This design comes from an exercise in tuning for small area on the open sky130 flow, not from production work. In this exercise RTL edits were held to simulation tests only and were not proved equivalent to the original. No activity file was given, so power comes from the tool's default toggle rates.

==> run a: inputs <==
==> flow/design.v <==
`timescale 1ns/1ps
package pixel_pkg;
	localparam int PIXEL_WIDTH = 8;
	typedef logic [PIXEL_WIDTH-1:0] pixel_t;
	localparam pixel_t PIXEL_MIN = '0;    
	localparam pixel_t PIXEL_MAX = '1;    
	localparam int NARROW_WIDTH = PIXEL_WIDTH + 2;
	localparam int WIDE_WIDTH = PIXEL_WIDTH + 3;
	localparam int NARROW_SAMPLE_MIN = -(2 ** (NARROW_WIDTH - 1));
	localparam int NARROW_SAMPLE_MAX = (2 ** (NARROW_WIDTH - 1)) - 1;
	localparam int WIDE_SAMPLE_MIN = -(2 ** (WIDE_WIDTH - 1));
	localparam int WIDE_SAMPLE_MAX = (2 ** (WIDE_WIDTH - 1)) - 1;
endpackage
`timescale 1ns/1ps
package diag_buffer_pkg;
	localparam int NARROW_LANES = 18;    
	localparam int WIDE_LANES = 9;
	localparam int LANES = NARROW_LANES + WIDE_LANES;
	localparam int WIDE_FIRST_LANE = NARROW_LANES / 2;
	localparam int NARROW_HIGH_FIRST_LANE = WIDE_FIRST_LANE + WIDE_LANES;
	localparam int DELAY_DEPTH = 9;
	localparam int LATENCY = DELAY_DEPTH + 1;
endpackage
`timescale 1ns/1ps
module pixel_saturate #(
	parameter int SAMPLE_WIDTH = pixel_pkg::NARROW_WIDTH,
	parameter int PIXEL_WIDTH = pixel_pkg::PIXEL_WIDTH,
	parameter int GROUP_LANES = diag_buffer_pkg::WIDE_LANES
) (
	input logic clock,
	input logic rst,
	input logic signed [GROUP_LANES-1:0][SAMPLE_WIDTH-1:0] samples,
	output logic [GROUP_LANES-1:0][PIXEL_WIDTH-1:0] pixels_n    
);
	localparam int SIGN_BIT = SAMPLE_WIDTH - 1;
	if (SAMPLE_WIDTH < PIXEL_WIDTH + 2) begin : g_width_check
		$error("pixel_saturate: SAMPLE_WIDTH %0d too narrow for PIXEL_WIDTH %0d",
			SAMPLE_WIDTH, PIXEL_WIDTH);
	end
	logic [GROUP_LANES-1:0] negative;
	logic [GROUP_LANES-1:0] overflow;
	logic [GROUP_LANES-1:0][PIXEL_WIDTH-1:0] clamped;
	always_comb begin
		for (int lane = 0; lane < GROUP_LANES; lane++) begin
			negative[lane] = samples[lane][SIGN_BIT];
			overflow[lane] = |samples[lane][SIGN_BIT-1:PIXEL_WIDTH];
		end
	end
	always_comb begin
		for (int lane = 0; lane < GROUP_LANES; lane++) begin
			if (negative[lane]) begin
				clamped[lane] = '0;
			end else if (overflow[lane]) begin
				clamped[lane] = '1;    
			end else begin
				clamped[lane] = samples[lane][PIXEL_WIDTH-1:0];
			end
		end
	end
	always_ff @(posedge clock) begin
		if (rst) begin
			pixels_n <= '1;
		end else begin
			pixels_n <= ~clamped;
		end
	end
endmodule
`timescale 1ns/1ps
module diagonal_delay_line #(
	parameter int LANES = diag_buffer_pkg::LANES,
	parameter int DEPTH = diag_buffer_pkg::DELAY_DEPTH,
	parameter int PIXEL_WIDTH = pixel_pkg::PIXEL_WIDTH
) (
	input logic clock,
	input logic load_n,    
	input logic keep_n,    
	input logic [LANES-1:0][PIXEL_WIDTH-1:0] pixel_in_n,    
	output logic [LANES-1:0][PIXEL_WIDTH-1:0] pixel_out
);
	if (DEPTH < 1) begin : g_depth_check
		$error("diagonal_delay_line: DEPTH must be at least 1, got %0d", DEPTH);
	end
	if (LANES < 1) begin : g_lane_check
		$error("diagonal_delay_line: LANES must be at least 1, got %0d", LANES);
	end
	localparam int W = LANES * PIXEL_WIDTH;
	logic [DEPTH-1:0][W-1:0] stage;
	logic [DEPTH-1:0] pol;
	always_ff @(posedge clock) begin
		stage[0] <= ~((pixel_in_n | {W{load_n}}) & (stage[0] | {W{keep_n}}));
		for (int s = 1; s < DEPTH; s++) begin
			stage[s] <= ~((stage[s-1] | {W{load_n}}) & (stage[s] | {W{keep_n}}));
		end
	end
	always_ff @(posedge clock) begin
		pol[0] <= ~keep_n & ~pol[0];
		for (int s = 1; s < DEPTH; s++) begin
			pol[s] <= (~load_n & ~pol[s-1]) | (~keep_n & ~pol[s]);
		end
	end
	assign pixel_out = stage[DEPTH-1] ^ {W{pol[DEPTH-1]}};
endmodule
`timescale 1ns/1ps
module diagonal_buffer #(
	parameter int PIXEL_WIDTH = pixel_pkg::PIXEL_WIDTH,
	parameter int NARROW_WIDTH = pixel_pkg::NARROW_WIDTH,
	parameter int WIDE_WIDTH = pixel_pkg::WIDE_WIDTH,
	parameter int NARROW_LANES = diag_buffer_pkg::NARROW_LANES,
	parameter int WIDE_LANES = diag_buffer_pkg::WIDE_LANES,
	parameter int DEPTH = diag_buffer_pkg::DELAY_DEPTH
) (
	input logic clock,
	input logic rst,
	input logic enable,
	input logic signed [NARROW_LANES-1:0][NARROW_WIDTH-1:0] narrow_samples,
	input logic signed [WIDE_LANES-1:0][WIDE_WIDTH-1:0] wide_samples,
	output logic [NARROW_LANES+WIDE_LANES-1:0][PIXEL_WIDTH-1:0] pixels
);
	localparam int LANES = NARROW_LANES + WIDE_LANES;
	localparam int SPLIT = NARROW_LANES / 2;
	logic [NARROW_LANES-1:0][PIXEL_WIDTH-1:0] narrow_pix;
	logic [WIDE_LANES-1:0][PIXEL_WIDTH-1:0] wide_pix;
	logic [LANES-1:0][PIXEL_WIDTH-1:0] ordered;
	pixel_saturate #(
		.SAMPLE_WIDTH(NARROW_WIDTH),
		.PIXEL_WIDTH(PIXEL_WIDTH),
		.GROUP_LANES(NARROW_LANES)
	) narrow_sat (
		.clock(clock),
		.rst(rst),
		.samples(narrow_samples),
		.pixels_n(narrow_pix)
	);
	pixel_saturate #(
		.SAMPLE_WIDTH(WIDE_WIDTH),
		.PIXEL_WIDTH(PIXEL_WIDTH),
		.GROUP_LANES(WIDE_LANES)
	) wide_sat (
		.clock(clock),
		.rst(rst),
		.samples(wide_samples),
		.pixels_n(wide_pix)
	);
	for (genvar lane = 0; lane < LANES; lane++) begin : g_order
		if (lane < SPLIT) begin : g_narrow_low
			assign ordered[lane] = narrow_pix[lane];
		end else if (lane < SPLIT + WIDE_LANES) begin : g_wide
			assign ordered[lane] = wide_pix[lane - SPLIT];
		end else begin : g_narrow_high
			assign ordered[lane] = narrow_pix[lane - WIDE_LANES];    
		end
	end
	logic load_n;
	logic keep_n;
	assign load_n = ~enable | rst;
	assign keep_n = enable | rst;
	diagonal_delay_line #(
		.LANES(LANES),
		.DEPTH(DEPTH),
		.PIXEL_WIDTH(PIXEL_WIDTH)
	) delay (
		.clock(clock),
		.load_n(load_n),
		.keep_n(keep_n),
		.pixel_in_n(ordered),
		.pixel_out(pixels)
	);
endmodule
==> flow/flow/run.sh <==
#!/bin/bash
# Standard layout, with the port buffers made from the smallest buffer cell
# and larger clock sink clusters.
set -euo pipefail
bash standard.sh \
  BUFFER_PORTS_ARGS="-buffer_cell sky130_fd_sc_hd__buf_1" \
  CTS_ARGS="-sink_clustering_enable -repair_clock_nets -sink_clustering_size 20 -sink_clustering_max_diameter 45 -buf_list sky130_fd_sc_hd__clkbuf_8 -root_buf sky130_fd_sc_hd__clkbuf_16 -tree_buf sky130_fd_sc_hd__clkbuf_16 -sink_clustering_buffer sky130_fd_sc_hd__clkbuf_8 -dont_use_dummy_load" \
  finish > standard_flow.log 2>&1
==> flow/standard.sh <==
#!/bin/bash
# synth_recipe.tcl (not shown) runs the flow's synth.tcl, then flattens the netlist and writes it again
# the make line also repeats each setting of config.mk as NAME=value (left out here)
make -C /OpenROAD-flow-scripts/flow DESIGN_CONFIG=/design/flow/config.mk WORK_HOME=/design/flow/orfs CLKGATE_MAP_FILE= SYNTH_SCRIPT=/design/flow/synth_recipe.tcl "${@:-finish}"
==> flow/config.mk <==
export PLATFORM = sky130hd
export DESIGN_NAME = diagonal_buffer
export DESIGN_NICKNAME = diagonal_buffer
export VERILOG_FILES = /design/flow/design.v
export SDC_FILE = /design/flow/constraint.sdc
export NUM_CORES = 4
export LEC_CHECK = 0
export CAP_MARGIN = 20
export CORE_MARGIN = 2
export CORE_UTILIZATION = 40
export SLEW_MARGIN = 20
export SYNTH_HIERARCHICAL = 1
==> flow/constraint.sdc <==
create_clock -name core_clock -period 4.0 [get_ports {clock}]
set_input_delay 0.8000 -clock core_clock [delete_from_list [all_inputs] [get_ports {clock}]]
set_output_delay 0.8000 -clock core_clock [all_outputs]
set_load 0.01 [all_outputs]
==> run b: changes against run a <==
==> flow/flow/run.sh (replaced) <==
#!/bin/bash
# Standard layout, with the port buffers made from the smallest buffer cell
# and larger clock sink clusters.
set -euo pipefail
bash standard.sh \
  BUFFER_PORTS_ARGS="-buffer_cell sky130_fd_sc_hd__buf_1" \
  CTS_ARGS="-sink_clustering_enable -repair_clock_nets -sink_clustering_size 36 -sink_clustering_max_diameter 72 -dont_use_dummy_load" \
  RECOVER_POWER=100 \
  finish > standard_flow.log 2>&1
- CORE_UTILIZATION: 40 -> 50
- PLACE_DENSITY: default -> 0.75
==> run c: changes against run a <==
--- a/flow/design.v
+++ b/flow/design.v
@@ -23,4 +23,22 @@
 endpackage
 `timescale 1ns/1ps
+module pixel_classify #(
+	parameter int SAMPLE_WIDTH = pixel_pkg::NARROW_WIDTH,
+	parameter int PIXEL_WIDTH = pixel_pkg::PIXEL_WIDTH,
+	parameter int GROUP_LANES = diag_buffer_pkg::WIDE_LANES
+) (
+	input logic rst,
+	input logic signed [GROUP_LANES-1:0][SAMPLE_WIDTH-1:0] samples,
+	output logic [GROUP_LANES-1:0] keep,        
+	output logic [GROUP_LANES-1:0] overflow     
+);
+	localparam int SIGN_BIT = SAMPLE_WIDTH - 1;
+	always_comb begin
+		for (int lane = 0; lane < GROUP_LANES; lane++) begin
+			keep[lane] = ~(samples[lane][SIGN_BIT] | rst);
+			overflow[lane] = |samples[lane][SIGN_BIT-1:PIXEL_WIDTH];
+		end
+	end
+endmodule
 module pixel_saturate #(
 	parameter int SAMPLE_WIDTH = pixel_pkg::NARROW_WIDTH,
@@ -33,34 +51,24 @@
 	output logic [GROUP_LANES-1:0][PIXEL_WIDTH-1:0] pixels_n    
 );
-	localparam int SIGN_BIT = SAMPLE_WIDTH - 1;
 	if (SAMPLE_WIDTH < PIXEL_WIDTH + 2) begin : g_width_check
 		$error("pixel_saturate: SAMPLE_WIDTH %0d too narrow for PIXEL_WIDTH %0d",
 			SAMPLE_WIDTH, PIXEL_WIDTH);
 	end
-	logic [GROUP_LANES-1:0] negative;
+	logic [GROUP_LANES-1:0] keep;
 	logic [GROUP_LANES-1:0] overflow;
-	logic [GROUP_LANES-1:0][PIXEL_WIDTH-1:0] clamped;
-	always_comb begin
+	pixel_classify #(
+		.SAMPLE_WIDTH(SAMPLE_WIDTH),
+		.PIXEL_WIDTH(PIXEL_WIDTH),
+		.GROUP_LANES(GROUP_LANES)
+	) classify (
+		.rst(rst),
+		.samples(samples),
+		.keep(keep),
+		.overflow(overflow)
+	);
+	always_ff @(posedge clock) begin
 		for (int lane = 0; lane < GROUP_LANES; lane++) begin
-			negative[lane] = samples[lane][SIGN_BIT];
-			overflow[lane] = |samples[lane][SIGN_BIT-1:PIXEL_WIDTH];
-		end
-	end
-	always_comb begin
-		for (int lane = 0; lane < GROUP_LANES; lane++) begin
-			if (negative[lane]) begin
-				clamped[lane] = '0;
-			end else if (overflow[lane]) begin
-				clamped[lane] = '1;    
-			end else begin
-				clamped[lane] = samples[lane][PIXEL_WIDTH-1:0];
-			end
-		end
-	end
-	always_ff @(posedge clock) begin
-		if (rst) begin
-			pixels_n <= '1;
-		end else begin
-			pixels_n <= ~clamped;
+			pixels_n[lane] <= ~((samples[lane][PIXEL_WIDTH-1:0] | {PIXEL_WIDTH{overflow[lane]}})
+				& {PIXEL_WIDTH{keep[lane]}});
 		end
 	end
==> flow/flow/run.sh (replaced) <==
#!/bin/bash
# Standard layout, with the port buffers made from the smallest buffer cell
# and larger clock sink clusters.
set -euo pipefail
bash standard.sh \
  BUFFER_PORTS_ARGS="-buffer_cell sky130_fd_sc_hd__buf_1" \
  CTS_ARGS="-sink_clustering_enable -repair_clock_nets -sink_clustering_size 36 -sink_clustering_max_diameter 72 -dont_use_dummy_load" \
  finish > standard_flow.log 2>&1
- CORE_UTILIZATION: 40 -> 50
- PLACE_DENSITY: default -> 0.75
==> comparison <==
Run c passed the timing, design-rule and antenna checks. Run b reached the layout checks and failed them: capacitance limit, slew limit. Run a completed with no timing, DRC or antenna violations. Combinational power is about the same in run c and run a. Against run b, the setup slack of run a is higher by 0.24 ns. Clock power: run b is smaller than run c (about 4%). Global-route usage: run a < run b < run c.

========
==> job 4290: inputs <==
Starts from the design.v that is shown in full above.
==> flow/config.mk <==
export PLATFORM = sky130hd
export DESIGN_NAME = diagonal_buffer
export DESIGN_NICKNAME = diagonal_buffer
export VERILOG_FILES = /design/flow/design.v
export SDC_FILE = /design/flow/constraint.sdc
export NUM_CORES = 4
export LEC_CHECK = 0
export CAP_MARGIN = 0
export CORE_MARGIN = 2
export CORE_UTILIZATION = 40
export SLEW_MARGIN = 0
export SYNTH_HIERARCHICAL = 1
==> flow/constraint.sdc <==
create_clock -name core_clock -period 4.0 [get_ports {clock}]
set_input_delay 0.8000 -clock core_clock [delete_from_list [all_inputs] [get_ports {clock}]]
set_output_delay 0.8000 -clock core_clock [all_outputs]
set_load 0.01 [all_outputs]
standard.sh (not shown) runs the stock make flow with config.mk's settings and CLKGATE_MAP_FILE= SYNTH_SCRIPT=/design/flow/synth_recipe.tcl, a recipe that flattens the netlist after the stock synthesis.
==> flow/flow/run.sh <==
#!/bin/bash
# Standard layout, with the port buffers made from the smallest buffer cell
# and larger clock sink clusters.
set -euo pipefail
bash standard.sh \
  BUFFER_PORTS_ARGS="-buffer_cell sky130_fd_sc_hd__buf_1" \
  CTS_ARGS="-sink_clustering_enable -repair_clock_nets -sink_clustering_size 30 -sink_clustering_max_diameter 60 -dont_use_dummy_load" \
  finish > standard_flow.log 2>&1
==> job 2051: changes against job 4290 <==
==> flow/flow/run.sh (replaced) <==
#!/bin/bash
# Standard layout, with the port buffers made from the smallest buffer cell
# and larger clock sink clusters.
set -euo pipefail
bash standard.sh \
  BUFFER_PORTS_ARGS="-buffer_cell sky130_fd_sc_hd__buf_1" \
  CTS_ARGS="-sink_clustering_enable -repair_clock_nets -sink_clustering_size 36 -sink_clustering_max_diameter 60 -dont_use_dummy_load" \
  finish > standard_flow.log 2>&1
- CAP_MARGIN: 0 -> 20
- CORE_UTILIZATION: 40 -> 60
- PLACE_DENSITY: not set -> 0.85
- SLEW_MARGIN: 0 -> 20
==> job 5859: changes against job 4290 <==
==> flow/flow/run.sh (replaced) <==
#!/bin/bash
# Standard layout, with the port buffers made from the smallest buffer cell
# and larger clock sink clusters.
set -euo pipefail
bash standard.sh \
  BUFFER_PORTS_ARGS="-buffer_cell sky130_fd_sc_hd__buf_1" \
  CTS_ARGS="-sink_clustering_enable -repair_clock_nets -sink_clustering_size 36 -sink_clustering_max_diameter 72 -dont_use_dummy_load" \
  finish > standard_flow.log 2>&1
- CAP_MARGIN: 0 -> 20
- CORE_UTILIZATION: 40 -> 50
- PLACE_DENSITY: not set -> 0.75
- SLEW_MARGIN: 0 -> 20
==> job 6710: changes against job 4290 <==
--- a/flow/design.v
+++ b/flow/design.v
@@ -31,5 +31,5 @@
 	input logic rst,
 	input logic signed [GROUP_LANES-1:0][SAMPLE_WIDTH-1:0] samples,
-	output logic [GROUP_LANES-1:0][PIXEL_WIDTH-1:0] pixels_n    
+	output logic [GROUP_LANES-1:0][PIXEL_WIDTH-1:0] pixels
 );
 	localparam int SIGN_BIT = SAMPLE_WIDTH - 1;
@@ -60,7 +60,7 @@
 	always_ff @(posedge clock) begin
 		if (rst) begin
-			pixels_n <= '1;
+			pixels <= '0;
 		end else begin
-			pixels_n <= ~clamped;
+			pixels <= clamped;
 		end
 	end
@@ -73,7 +73,7 @@
 ) (
 	input logic clock,
-	input logic load_n,    
-	input logic keep_n,    
-	input logic [LANES-1:0][PIXEL_WIDTH-1:0] pixel_in_n,    
+	input logic load,    
+	input logic keep,    
+	input logic [LANES-1:0][PIXEL_WIDTH-1:0] pixel_in,
 	output logic [LANES-1:0][PIXEL_WIDTH-1:0] pixel_out
 );
@@ -84,20 +84,13 @@
 		$error("diagonal_delay_line: LANES must be at least 1, got %0d", LANES);
 	end
+	logic [DEPTH-1:0][LANES-1:0][PIXEL_WIDTH-1:0] stage;
 	localparam int W = LANES * PIXEL_WIDTH;
-	logic [DEPTH-1:0][W-1:0] stage;
-	logic [DEPTH-1:0] pol;
 	always_ff @(posedge clock) begin
-		stage[0] <= ~((pixel_in_n | {W{load_n}}) & (stage[0] | {W{keep_n}}));
+		stage[0] <= ({W{load}} & pixel_in) | ({W{keep}} & stage[0]);
 		for (int s = 1; s < DEPTH; s++) begin
-			stage[s] <= ~((stage[s-1] | {W{load_n}}) & (stage[s] | {W{keep_n}}));
+			stage[s] <= ({W{load}} & stage[s-1]) | ({W{keep}} & stage[s]);
 		end
 	end
-	always_ff @(posedge clock) begin
-		pol[0] <= ~keep_n & ~pol[0];
-		for (int s = 1; s < DEPTH; s++) begin
-			pol[s] <= (~load_n & ~pol[s-1]) | (~keep_n & ~pol[s]);
-		end
-	end
-	assign pixel_out = stage[DEPTH-1] ^ {W{pol[DEPTH-1]}};
+	assign pixel_out = stage[DEPTH-1];
 endmodule
 `timescale 1ns/1ps
@@ -130,5 +123,5 @@
 		.rst(rst),
 		.samples(narrow_samples),
-		.pixels_n(narrow_pix)
+		.pixels(narrow_pix)
 	);
 	pixel_saturate #(
@@ -140,5 +133,5 @@
 		.rst(rst),
 		.samples(wide_samples),
-		.pixels_n(wide_pix)
+		.pixels(wide_pix)
 	);
 	for (genvar lane = 0; lane < LANES; lane++) begin : g_order
@@ -151,8 +144,8 @@
 		end
 	end
-	logic load_n;
-	logic keep_n;
-	assign load_n = ~enable | rst;
-	assign keep_n = enable | rst;
+	logic load;
+	logic keep;
+	assign load = enable & ~rst;
+	assign keep = ~(enable | rst);
 	diagonal_delay_line #(
 		.LANES(LANES),
@@ -161,7 +154,7 @@
 	) delay (
 		.clock(clock),
-		.load_n(load_n),
-		.keep_n(keep_n),
-		.pixel_in_n(ordered),
+		.load(load),
+		.keep(keep),
+		.pixel_in(ordered),
 		.pixel_out(pixels)
 	);
==> flow/flow/run.sh (replaced) <==
#!/bin/bash
# Standard layout, with the port buffers made from the smallest buffer cell
# and larger clock sink clusters.
set -euo pipefail
bash standard.sh \
  BUFFER_PORTS_ARGS="-buffer_cell sky130_fd_sc_hd__buf_1" \
  CTS_ARGS="-sink_clustering_enable -repair_clock_nets -sink_clustering_size 30 -sink_clustering_max_diameter 60" \
  finish > standard_flow.log 2>&1
- CAP_MARGIN: 0 -> 20
- SLEW_MARGIN: 0 -> 20
==> run summary <==
Final period util=0.579; total die area=173000 µm²; Reg area=43200 µm²; fraction of the yosys area taken by sequential cells=0.638; Post-Route M1 WL=66.0 mm; outcome=timing/DRC/antenna clean; area of the mapped netlist=67800 µm²; Post-Synthesis Cells=5036; total power per unit cell area=524 nW/µm²; clock buffer count from CTS=120; fraction of area in clock buffers and inverters=0.0647; global-route met3 utilization=0.0202; synthesized area divided by synthesized cell count=13.5 µm²
The numbers above come from job 6710.

==> run summary <==
outcome=timing/DRC/antenna clean; Post-Route M1 WL=58.2 mm; total power per unit cell area=595 nW/µm²; Post-Synthesis Cells=5062; global-route met3 utilization=0.0405; fraction of the yosys area taken by sequential cells=0.698; synthesized area divided by synthesized cell count=12.3 µm²; total die area=106000 µm²
The numbers above come from job 2051.

==> run summary <==
outcome=timing/DRC/antenna clean; Post-Route M1 WL=68.7 mm; fraction of area in clock buffers and inverters=0.0448; total power per unit cell area=590 nW/µm²; Final period util=0.855; total die area=159000 µm²; Reg area=43400 µm²; synthesized area divided by synthesized cell count=12.3 µm²; global-route met3 utilization=0.0305; area of the mapped netlist=62200 µm²; Post-Synthesis Cells=5062; fraction of the yosys area taken by sequential cells=0.698; number of maximum-capacitance violations=0
The numbers above come from job 4290.

==> run summary <==
outcome=timing/DRC/antenna clean; global-route met3 utilization=0.0328; Post-Route M1 WL=62.9 mm; Worst Hold Depth=2; total die area=127000 µm²; total power per unit cell area=578 nW/µm²; num tapcells=1637; Reg area=43400 µm²; area of the mapped netlist=62200 µm²; Final period util=0.888; clock buffer count from CTS=89; clock share of power=0.262; fraction of the yosys area taken by sequential cells=0.698; fraction of area in clock buffers and inverters=0.0337
The numbers above come from job 5859.

[separate check: timing with driven ports]
The results above use ideal ports. As a check the final layouts listed here were re-extracted and re-timed, cells and wires unchanged. Step 1, drivers: a clkbuf_16 drives clock and a buf_2 each remaining input, both assumed. Step 2 times the ports against the registers' clock, not the clock port: input delays grow and output delays shrink by t, the midpoint of the rising clock arrivals with the driver on. Three values: ideal, step 1, step 2; two values: the first two.
run | t (ns) | setup slack, ns | worst hold slack (ns) | cell pins on the clock port's net
run a | 0.805 | 0.546 / 0.476 / 1.119 | 0.163 / 0.122 / 0.328 | 1
run b | 0.748 | 0.310 / 0.290 / -0.392 | 0.224 / 0.176 / 0.333 | 1
run c | 0.733 | 0.586 / 0.515 / 1.247 | 0.231 / 0.185 / 0.321 | 1
job 4290 | 0.781 | 0.580 / 0.510 / 1.083 | 0.224 / 0.178 / 0.365 | 1
job 2051 | 0.746 | 0.637 / 0.570 / 1.062 | 0.230 / 0.186 / 0.367 | 1
job 5859 | 0.748 | 0.446 / 0.376 / 1.124 | 0.225 / 0.177 / 0.333 | 1
job 6710 | 0.816 | 1.685 / 1.610 / 1.148 | 0.199 / 0.149 / 0.409 | 1
The setup slack of run b, which loses most, moves by -0.020 ns with the drivers and by -0.702 ns with both steps.
